Source: an optimization exercise on an open RTL-to-GDS flow (aim: small area, a short achievable clock period and few clock cycles per item). Production flows keep margins and buffers that such runs may drop. In this exercise RTL edits were held to simulation tests only and were not proved equivalent to the original.

==> trial 45: inputs <==
Design mult_iter, start of the top module:
module mult_iter #(
  parameter int WIDTH = 32,
  parameter int DIGIT = 8
) (
  input  logic             clk,
  input  logic             rst_n,
  input  logic             valid_in,
  output logic             ready_out,
  input  logic             sign,
  input  logic [WIDTH-1:0] src_a,
  input  logic [WIDTH-1:0] src_b,
  input  logic             flush,
  output logic             valid_out,
  input  logic             ready_in,
  output logic [WIDTH-1:0] hi,
  output logic [WIDTH-1:0] lo
);
  logic adv_q;                  
  logic rdy_q;                  
  logic v1_q, v2_q;             
  logic vo_q, n2_q;             
  logic en1, acc, pop, inc;
  logic v1_d, v2_d, vo_d, n2_d;
  logic [16:0] e1_q, e2_q, en_q;
  logic [32:0] b1_q;
  logic [16:0] e1_d, e2_d, en_d;
  logic [34:0] xa;
  logic [146:0] m_q, m_d;
  logic [63:0] p_q;
  logic [63:0] fx, fy, prod;
  logic [63:0] px_q;
  logic pp1;
  logic pp2;
  logic pp3;
  logic pp4;
  logic pp5;
  logic pp6;
  logic pp7;
  logic pp8;
  logic pp9;
  logic pp10;
  logic pp11;
  logic pp12;
  logic pp13;
  logic pp14;
  logic pp15;
  logic pp16;
  logic pp17;
  logic pp18;
  logic pp19;
  logic pp20;
  logic pp21;
  logic pp22;
  logic pp23;
  logic pp24;
  logic pp25;
  logic pp26;
  logic pp27;
  logic pp28;
  logic pp29;
  logic pp30;
  logic pp31;
  logic pp32;
  logic pp33;
  logic pp34;
  logic pp35;
  logic pp36;
  logic pp37;
  logic pp38;
  logic pp39;
  logic pp40;
  logic pp41;
  logic pp42;
  logic pp43;
  logic pp44;
  logic pp45;
  logic pp46;
  logic pp47;
  logic pp48;
  logic pp49;
  logic pp50;
  logic pp51;
  logic pp52;
  logic pp53;
  logic pp54;
  logic pp55;
  logic pp56;
  logic pp57;
  logic pp58;
  logic pp59;
  logic pp60;
  logic pp61;
  logic pp62;
  logic pp63;
  logic pp64;
  logic pp65;
  logic pp66;
  logic pp67;
  logic pp68;
  logic pp69;
  logic pp70;
  logic pp71;
  logic pp72;
  logic pp73;
  logic pp74;
  logic pp75;
  logic pp76;
  logic pp77;
  logic pp78;
  logic pp79;
  logic pp80;
  logic pp81;
  logic pp82;
  logic pp83;
  logic pp84;
  logic pp85;
  logic pp86;
  logic pp87;
  logic pp88;
  logic pp89;
  logic pp90;
  logic pp91;
  logic pp92;
  logic pp93;
  logic pp94;
  logic pp95;
  logic pp96;
  logic pp97;
  logic pp98;
  logic pp99;
  logic pp100;
  ...
==> flow/config.mk <==
export PLATFORM = sky130hd
export DESIGN_NAME = mult_iter
export DESIGN_NICKNAME = mult_iter
export VERILOG_FILES = /design/flow/design.v
export SDC_FILE = /design/flow/constraint.sdc
export NUM_CORES = 4
export LEC_CHECK = 0
export CAP_MARGIN = 20
export CORE_MARGIN = 2
export CORE_UTILIZATION = 60
export CTS_BUF_LIST = sky130_fd_sc_hd__clkbuf_2 sky130_fd_sc_hd__clkbuf_4
export SLEW_MARGIN = 20
export SYNTH_HIERARCHICAL = 1
==> flow/constraint.sdc <==
create_clock -name core_clock -period 10.0 [get_ports {clk}]
set_input_delay 2.0000 -clock core_clock [delete_from_list [all_inputs] [get_ports {clk}]]
set_output_delay 2.0000 -clock core_clock [all_outputs]
set_load 0.01 [all_outputs]
standard.sh (not shown) runs the stock make flow with config.mk's settings and CLKGATE_MAP_FILE= SYNTH_SCRIPT=/design/flow/synth_recipe.tcl, a recipe that flattens the netlist after the stock synthesis.
==> flow/flow/run.sh <==
#!/bin/bash
# The standard layout, with plain buffers (buf_1) as the port buffers instead
# of the default choice.
set -euo pipefail
bash standard.sh "BUFFER_PORTS_ARGS=-buffer_cell sky130_fd_sc_hd__buf_1" finish > standard_flow.log 2>&1
==> trial 82 (differences from trial 45) <==
- CTS_BUF_LIST: sky130_fd_sc_hd__clkbuf_2 sky130_fd_sc_hd__clkbuf_4 -> unset
==> trial 32 (differences from trial 45) <==
- CORE_UTILIZATION: 60 -> 70
- CTS_BUF_LIST: sky130_fd_sc_hd__clkbuf_2 sky130_fd_sc_hd__clkbuf_4 -> unset
==> flow_summary.ini <==
[die]
initial_core_util_pct = 70.95
core_area_um2 = 53920

[sta]
fmax_mhz = 244.7
tightestPinTransition_ns = 0.9623

[clocking]
cts_root_buf = clkbuf_16

[finish]
fin_nets = 3911
nClkBuffers = 52

[grt]
grt_pass1_vias = 31164

[drt]
wirelength_um = 124400

[status]
status = finished clean
-- figures above: trial 32

==> flow_summary.ini <==
[grt]
grt_pass1_vias = 30173

[finish]
multi_input_area_um2 = 25800
nFlopsAndLatches = 364
nClkBuffers = 133

[die]
initial_core_util_pct = 60.65
core_area_um2 = 63080

[drt]
wl_per_cell_um = 29.35
wirelength_um = 124500
detail-route-antenna-nets = 0

[sta]
slew_headroom_pct = 25.96
tightestPinTransition_ns = 1.111

[clocking]
cts_root_buf = clkbuf_4

[status]
status = finished clean

[placement]
placed_cell_area_um2 = 38600
-- figures above: trial 45

==> flow_summary.ini <==
[status]
status = finished clean

[die]
initial_core_util_pct = 60.65
core_area_um2 = 63080

[sta]
tightestPinTransition_ns = 1.122
fmax_mhz = 251.0

[finish]
nClkBuffers = 51
fin_nets = 3913

[grt]
grt_pass1_vias = 29664
-- figures above: trial 82

Testbench counts of trial 45, summed over its fixed seeds: cycles 1,944, items 1,920.
Testbench counts of trial 82, summed over its fixed seeds: cycles 1,944, items 1,920.
Testbench counts of trial 32, summed over its fixed seeds: cycles 1,944, items 1,920.

-- re-timing with driven ports --
The results above use ideal ports. As a check the final layouts listed here were re-extracted and re-timed, cells and wires unchanged. Step 1 sets driving cells, clkbuf_16 on the clock port and buf_2 on the other inputs (assumed; they add their load-dependent delay and slew). Step 2 adds t to the input delays and takes it off the output delays; t is the mean of the earliest and latest rising clock arrival at the registers after step 1. Input paths then give back, and output paths get back, about the clock's delay inside the block. Three values: no drivers, after step 1, after step 2; two values: the first two.
| run | t (ns) | slack for setup (ns) | pins driven straight from the clock port |
|---|---|---|---|
| trial 45 | 0.998 | 6.000 / 6.000 / 6.000 | 1 |
| trial 82 | 0.659 | 6.016 / 6.016 / 6.016 | 1 |
| trial 32 | 0.669 | 5.913 / 5.913 / 5.913 | 1 |
After both steps setup and hold are still met in every run listed.
